This design comes from an exercise in tuning for small area, a short achievable clock period and few clock cycles per item on the open sky130 flow, not from production work.
Only simulation tests tie the RTL to the original design; equivalence was not proved.

==> ember: inputs <==
// neuron_mac_unit
module neuron_mac_unit #(
  parameter int N_INPUTS = 4,
  parameter int CNT_W    = $clog2(N_INPUTS + 1)
) (
  input  logic        clk,
  input  logic        rst_n,
  input  logic        start,
  input  logic [63:0] bias,
  input  logic [1:0]  act_sel,
  output logic        busy,
  input  logic        in_valid,
  output logic        in_ready,
  input  logic [63:0] in_x,
  input  logic [63:0] in_w,
  output logic        out_valid,
  input  logic        out_ready,
  output logic [63:0] out_y,
  output logic [63:0] out_sum,
  output logic        sat_flag
);
==> flow/config.mk <==
export PLATFORM = sky130hd
export DESIGN_NAME = neuron_mac_unit
export DESIGN_NICKNAME = neuron_mac_unit
export VERILOG_FILES = /design/flow/design.v
export SDC_FILE = /design/flow/constraint.sdc
export NUM_CORES = 4
export LEC_CHECK = 0
export ABC_AREA = 1
export CAP_MARGIN = 20
export CORE_MARGIN = 2
export CORE_UTILIZATION = 35
export SLEW_MARGIN = 20
==> flow/constraint.sdc <==
create_clock -name core_clock -period 16.0 [get_ports {clk}]
set_input_delay 3.2000 -clock core_clock [delete_from_list [all_inputs] [get_ports {clk}]]
set_output_delay 3.2000 -clock core_clock [all_outputs]
set_load 0.01 [all_outputs]
standard.sh (not shown) runs the stock make flow with config.mk's settings and CLKGATE_MAP_FILE= SYNTH_SCRIPT=/design/flow/synth_recipe.tcl, a recipe that flattens the netlist after the stock synthesis.
==> flow/flow/run.sh <==
#!/bin/bash
# Standard ORFS layout (the standard.sh) with these changes to how it is
# made, read from flow/args.txt as extra make variables:
#  - SETUP_SLACK_MARGIN: timing repair aims at a setup margin beyond the
#    16 ns clock, so the achieved period shrinks;
#  - BUFFER_PORTS_ARGS: the port buffers that the standard flow inserts use
#    buf_4 (which the repair may resize) instead of a delay buffer;
#  - REMOVE_ABC_BUFFERS: drop synthesis's fanout buffers at floorplan and let
#    the placement-aware repair buffer instead.
# make's full output goes to standard_make.log; each ORFS step also keeps
# its own log under orfs/logs/.
set -euo pipefail
mapfile -t ARGS < flow/args.txt
bash standard.sh "${ARGS[@]}" finish > standard_make.log 2>&1
==> flow/flow/args.txt <==
SETUP_SLACK_MARGIN=7.5
BUFFER_PORTS_ARGS=-buffer_cell sky130_fd_sc_hd__buf_4
REMOVE_ABC_BUFFERS=1
==> zinc: changes against ember <==
--- a/flow/design.v
+++ b/flow/design.v
@@ -2005,34 +2005,32 @@
   assign {fc[1663], fs[1663]} = {1'b0, fs[1479]} + {1'b0, fc[1570]} + {1'b0, fs[1571]};
   assign {fc[1664], fs[1664]} = {1'b0, fc[1479]} + {1'b0, fs[1572]} + {1'b0, fc[1571]};
   assign {fc[1665], fs[1665]} = {1'b0, fs[1483]} + {1'b0, fc[1572]} + {1'b0, fs[1573]};
   logic [95:0] ps, pc;
   assign ps = {fc[1664], fc[1663], fc[1662], fc[1661], fc[1660], fc[1659], fc[1658], fc[1657], fc[1656], fc[1655], fc[1654], fc[1653], fc[1652], fc[1651], fc[1650], fc[1649], fc[1648], fc[1647], fc[1646], fc[1645], fc[1644], fc[1643], fc[1642], fc[1641], fc[1640], fc[1639], fc[1638], fc[1637], fc[1636], fc[1635], fc[1634], fc[1633], fc[1632], fc[1631], fc[1630], fc[1629], fc[1628], fc[1627], fc[1626], fc[1625], fc[1624], fc[1623], fc[1622], fc[1621], fc[1620], fc[1619], fc[1618], fc[1617], fc[1616], fc[1615], fc[1614], fc[1613], fc[1612], fc[1611], fc[1610], fc[1609], fc[1608], fc[1607], fc[1606], fc[1605], fc[1604], fc[1603], fc[1602], fc[1601], fc[1600], fc[1599], fc[1598], fc[1597], fc[1596], fc[1595], fc[1594], fc[1593], fc[1592], fc[1591], fc[1590], fc[1589], fc[1588], fc[1587], fc[1586], fc[1585], fc[1584], fc[1583], fc[1582], fc[1581], fc[1580], fc[1579], fc[1578], fc[1577], fc[1576], fc[1575], fc[1574], hc[77], hc[76], hs[76], pp0[1], ng[0]};
   assign pc = {fs[1665], fs[1664], fs[1663], fs[1662], fs[1661], fs[1660], fs[1659], fs[1658], fs[1657], fs[1656], fs[1655], fs[1654], fs[1653], fs[1652], fs[1651], fs[1650], fs[1649], fs[1648], fs[1647], fs[1646], fs[1645], fs[1644], fs[1643], fs[1642], fs[1641], fs[1640], fs[1639], fs[1638], fs[1637], fs[1636], fs[1635], fs[1634], fs[1633], fs[1632], fs[1631], fs[1630], fs[1629], fs[1628], fs[1627], fs[1626], fs[1625], fs[1624], fs[1623], fs[1622], fs[1621], fs[1620], fs[1619], fs[1618], fs[1617], fs[1616], fs[1615], fs[1614], fs[1613], fs[1612], fs[1611], fs[1610], fs[1609], fs[1608], fs[1607], fs[1606], fs[1605], fs[1604], fs[1603], fs[1602], fs[1601], fs[1600], fs[1599], fs[1598], fs[1597], fs[1596], fs[1595], fs[1594], fs[1593], fs[1592], fs[1591], fs[1590], fs[1589], fs[1588], fs[1587], fs[1586], fs[1585], fs[1584], fs[1583], fs[1582], fs[1581], fs[1580], fs[1579], fs[1578], fs[1577], fs[1576], fs[1575], fs[1574], hs[77], pp1[0], 1'b0, pp0[0]};
-  logic [24:0] plo;
-  logic [71:0] ps_q, pc_q;
+  logic [32:0] plo;
+  logic [63:0] ps_q, pc_q;
   logic        pci_q;
-  assign plo = {1'b0, ps[23:0]} + {1'b0, pc[23:0]};
+  assign plo = {1'b0, ps[31:0]} + {1'b0, pc[31:0]};
   always_ff @(posedge clk) begin
-    ps_q  <= take_beat ? ps[95:24] : 72'd0;
-    pc_q  <= take_beat ? pc[95:24] : 72'd0;
-    pci_q <= take_beat & plo[24];
+    ps_q  <= take_beat ? ps[95:32] : 64'd0;
+    pc_q  <= take_beat ? pc[95:32] : 64'd0;
+    pci_q <= take_beat & plo[32];
   end
   logic [63:0] ua, uc;
-  logic [71:0] fsum;
   logic [63:0] s;
-  logic [71:0] psum;
+  logic [63:0] psum;
   logic        p63;
   logic        ovf;
   logic signed [63:0] cur;
-  assign ua   = ps_q[71:8] ^ pc_q[71:8] ^ acc;
-  assign uc   = (ps_q[71:8] & pc_q[71:8]) | (ps_q[71:8] & acc) | (pc_q[71:8] & acc);
-  assign fsum = {ua, ps_q[7:0]} + {uc[62:0], 1'b0, pc_q[7:0]} + {71'd0, pci_q};
-  assign s    = fsum[71:8];
-  assign psum = ps_q + pc_q + {71'd0, pci_q};
-  assign p63  = psum[71];
+  assign ua   = ps_q ^ pc_q ^ acc;
+  assign uc   = (ps_q & pc_q) | (ps_q & acc) | (pc_q & acc);
+  assign s    = ua + {uc[62:0], pci_q};
+  assign psum = ps_q + pc_q + {63'd0, pci_q};
+  assign p63  = psum[63];
   assign ovf  = (acc[63] == p63) && (s[63] != acc[63]);
   assign cur  = ovf ? (acc[63] ? MINV : MAXV) : s;
   always_ff @(posedge clk) begin
     if (take_start) begin
       act_q <= act_sel;
       acc   <= bias;
==> flow/flow/run.sh (replaced) <==
#!/bin/bash
# Standard ORFS layout with two changes to how it is made:
#  - timing repair aims at a setup margin (flow/margin.txt, ns) beyond the
#    16 ns clock, so the achieved period shrinks;
#  - the port buffers that the standard flow inserts use buf_4 (which the
#    repair may resize) instead of the default delay buffer.
set -euo pipefail
MARGIN=$(cat flow/margin.txt)
bash standard.sh SETUP_SLACK_MARGIN=$MARGIN \
  "BUFFER_PORTS_ARGS=-buffer_cell sky130_fd_sc_hd__buf_4" finish > standard_make.log 2>&1
==> flow/flow/margin.txt (new file) <==
7
removed: flow/flow/args.txt
==> pepper: changes against ember <==
--- a/flow/design.v
+++ b/flow/design.v
@@ -2005,34 +2005,32 @@
   assign {fc[1663], fs[1663]} = {1'b0, fs[1479]} + {1'b0, fc[1570]} + {1'b0, fs[1571]};
   assign {fc[1664], fs[1664]} = {1'b0, fc[1479]} + {1'b0, fs[1572]} + {1'b0, fc[1571]};
   assign {fc[1665], fs[1665]} = {1'b0, fs[1483]} + {1'b0, fc[1572]} + {1'b0, fs[1573]};
   logic [95:0] ps, pc;
   assign ps = {fc[1664], fc[1663], fc[1662], fc[1661], fc[1660], fc[1659], fc[1658], fc[1657], fc[1656], fc[1655], fc[1654], fc[1653], fc[1652], fc[1651], fc[1650], fc[1649], fc[1648], fc[1647], fc[1646], fc[1645], fc[1644], fc[1643], fc[1642], fc[1641], fc[1640], fc[1639], fc[1638], fc[1637], fc[1636], fc[1635], fc[1634], fc[1633], fc[1632], fc[1631], fc[1630], fc[1629], fc[1628], fc[1627], fc[1626], fc[1625], fc[1624], fc[1623], fc[1622], fc[1621], fc[1620], fc[1619], fc[1618], fc[1617], fc[1616], fc[1615], fc[1614], fc[1613], fc[1612], fc[1611], fc[1610], fc[1609], fc[1608], fc[1607], fc[1606], fc[1605], fc[1604], fc[1603], fc[1602], fc[1601], fc[1600], fc[1599], fc[1598], fc[1597], fc[1596], fc[1595], fc[1594], fc[1593], fc[1592], fc[1591], fc[1590], fc[1589], fc[1588], fc[1587], fc[1586], fc[1585], fc[1584], fc[1583], fc[1582], fc[1581], fc[1580], fc[1579], fc[1578], fc[1577], fc[1576], fc[1575], fc[1574], hc[77], hc[76], hs[76], pp0[1], ng[0]};
   assign pc = {fs[1665], fs[1664], fs[1663], fs[1662], fs[1661], fs[1660], fs[1659], fs[1658], fs[1657], fs[1656], fs[1655], fs[1654], fs[1653], fs[1652], fs[1651], fs[1650], fs[1649], fs[1648], fs[1647], fs[1646], fs[1645], fs[1644], fs[1643], fs[1642], fs[1641], fs[1640], fs[1639], fs[1638], fs[1637], fs[1636], fs[1635], fs[1634], fs[1633], fs[1632], fs[1631], fs[1630], fs[1629], fs[1628], fs[1627], fs[1626], fs[1625], fs[1624], fs[1623], fs[1622], fs[1621], fs[1620], fs[1619], fs[1618], fs[1617], fs[1616], fs[1615], fs[1614], fs[1613], fs[1612], fs[1611], fs[1610], fs[1609], fs[1608], fs[1607], fs[1606], fs[1605], fs[1604], fs[1603], fs[1602], fs[1601], fs[1600], fs[1599], fs[1598], fs[1597], fs[1596], fs[1595], fs[1594], fs[1593], fs[1592], fs[1591], fs[1590], fs[1589], fs[1588], fs[1587], fs[1586], fs[1585], fs[1584], fs[1583], fs[1582], fs[1581], fs[1580], fs[1579], fs[1578], fs[1577], fs[1576], fs[1575], fs[1574], hs[77], pp1[0], 1'b0, pp0[0]};
-  logic [24:0] plo;
-  logic [71:0] ps_q, pc_q;
+  logic [32:0] plo;
+  logic [63:0] ps_q, pc_q;
   logic        pci_q;
-  assign plo = {1'b0, ps[23:0]} + {1'b0, pc[23:0]};
+  assign plo = {1'b0, ps[31:0]} + {1'b0, pc[31:0]};
   always_ff @(posedge clk) begin
-    ps_q  <= take_beat ? ps[95:24] : 72'd0;
-    pc_q  <= take_beat ? pc[95:24] : 72'd0;
-    pci_q <= take_beat & plo[24];
+    ps_q  <= take_beat ? ps[95:32] : 64'd0;
+    pc_q  <= take_beat ? pc[95:32] : 64'd0;
+    pci_q <= take_beat & plo[32];
   end
   logic [63:0] ua, uc;
-  logic [71:0] fsum;
   logic [63:0] s;
-  logic [71:0] psum;
+  logic [63:0] psum;
   logic        p63;
   logic        ovf;
   logic signed [63:0] cur;
-  assign ua   = ps_q[71:8] ^ pc_q[71:8] ^ acc;
-  assign uc   = (ps_q[71:8] & pc_q[71:8]) | (ps_q[71:8] & acc) | (pc_q[71:8] & acc);
-  assign fsum = {ua, ps_q[7:0]} + {uc[62:0], 1'b0, pc_q[7:0]} + {71'd0, pci_q};
-  assign s    = fsum[71:8];
-  assign psum = ps_q + pc_q + {71'd0, pci_q};
-  assign p63  = psum[71];
+  assign ua   = ps_q ^ pc_q ^ acc;
+  assign uc   = (ps_q & pc_q) | (ps_q & acc) | (pc_q & acc);
+  assign s    = ua + {uc[62:0], pci_q};
+  assign psum = ps_q + pc_q + {63'd0, pci_q};
+  assign p63  = psum[63];
   assign ovf  = (acc[63] == p63) && (s[63] != acc[63]);
   assign cur  = ovf ? (acc[63] ? MINV : MAXV) : s;
   always_ff @(posedge clk) begin
     if (take_start) begin
       act_q <= act_sel;
       acc   <= bias;
==> flow/flow/run.sh (replaced) <==
#!/bin/bash
# Standard ORFS layout, with timing repair aiming at a tighter setup margin
# than the 16 ns clock needs, so the achieved period shrinks.
set -euo pipefail
MARGIN=$(cat flow/margin.txt)
bash standard.sh SETUP_SLACK_MARGIN=$MARGIN finish > standard_make.log 2>&1
==> flow/flow/margin.txt (new file) <==
8
CORE_UTILIZATION = 40   (was 35)
removed: flow/flow/args.txt
==> comparison table <==
|  | ember | pepper | zinc |
|---|---|---|---|
| FF-to-FF setup slack | 11.36 ns | - | 10.81 ns |
| Basic-gate share of the synthesized area counting and, or, nand and nor cells | 9.45% | 8.76% | 8.76% |
| FF+latch area | 4440 µm² | - | 4080 µm² |
| DRC violation count after routing | 0 | - | 0 |
| Post-detailed-placement cell area | 90900 µm² | 91100 µm² | 90100 µm² |
| Result of the run | complete, no violations | stopped before the end | complete, no violations |
| Failing step | - | 5_1_grt | - |
| Most common library cell in the layout ignoring fill and taps | sky130_fd_sc_hd__xor2_1 | - | sky130_fd_sc_hd__xor2_1 |
| Worst endpoint data arrival time | 9.16 ns | - | 9.72 ns |
| Area of the placeable core | 245000 µm² | - | 241000 µm² |
| Portion of the layout cell area used by non-clock buffers | 5.86% | - | 5.13% |
| Worst setup endpoint | pc_q[49]$_SDFF_PN0_ | - | pc_q[51]$_SDFF_PN0_ |
| Cells after synthesis | 10100 | 9871 | 9871 |
| M1 wire length | 158000 µm | - | 161000 µm |
| Min Clock Period, post-route | 8.62 ns | - | 9.16 ns |
| Clock sinks | 217 | 201 | 201 |
| Starting utilization of the core area | 35.1% | 40.2% | 35.3% |
| Violation count after the first detailed-route iteration | 15200 | - | 15600 |
| Multi-input gate count | 8011 | - | 7774 |
| Detailed route wirelength on metal3 | 86900 µm | - | 87900 µm |
| Number of CTS-inserted buffers | 31 | 28 | 29 |
| Highest clock rate | 0.116 GHz | - | 0.109 GHz |
| Fraction of area in multi-input gates | 80.2% | - | 81.0% |
| HPWL after detailed placement | 310000 µm | 303000 µm | 306000 µm |
| Worst-case clock skew | 0.0434 ns | - | 0.0935 ns |
Testbench counts of ember, summed over its fixed seeds: cycles 8,000, items 1,600.
Testbench counts of zinc, summed over its fixed seeds: cycles 8,000, items 1,600.
Testbench counts of pepper, summed over its fixed seeds: cycles 8,000, items 1,600.

## afterwards: timing with drivers on the ports
The results above use ideal ports. As a check the final layouts listed here were re-extracted and re-timed, cells and wires unchanged.
Step 1: set_driving_cell puts a clkbuf_16 on clk and a buf_2 on each other input, an assumption about the parent block.
Step 2 also shifts input and output timing later by t, the mid clock arrival at the registers, as if the neighbouring blocks saw the same clock.
Slacks: no drivers / after step 1 / after step 2; pairs: no drivers / after step 1.
| run | t (ns) | slack for setup (ns) | hold WS [ns] | slew at the worst register clock pin (ns) |
|---|---|---|---|---|
| ember | 0.766 | 7.381 / 7.364 / 6.598 | 0.469 / 0.469 / 0.469 | 0.08 / 0.08 |
| zinc | 0.773 | 6.839 / 6.837 / 6.064 | 0.459 / 0.459 / 0.459 | 0.13 / 0.13 |
After both steps setup and hold are still met in every run listed. For ember, which loses most, drivers alone change the setup slack by -0.017 ns; drivers and shift together by -0.783 ns.
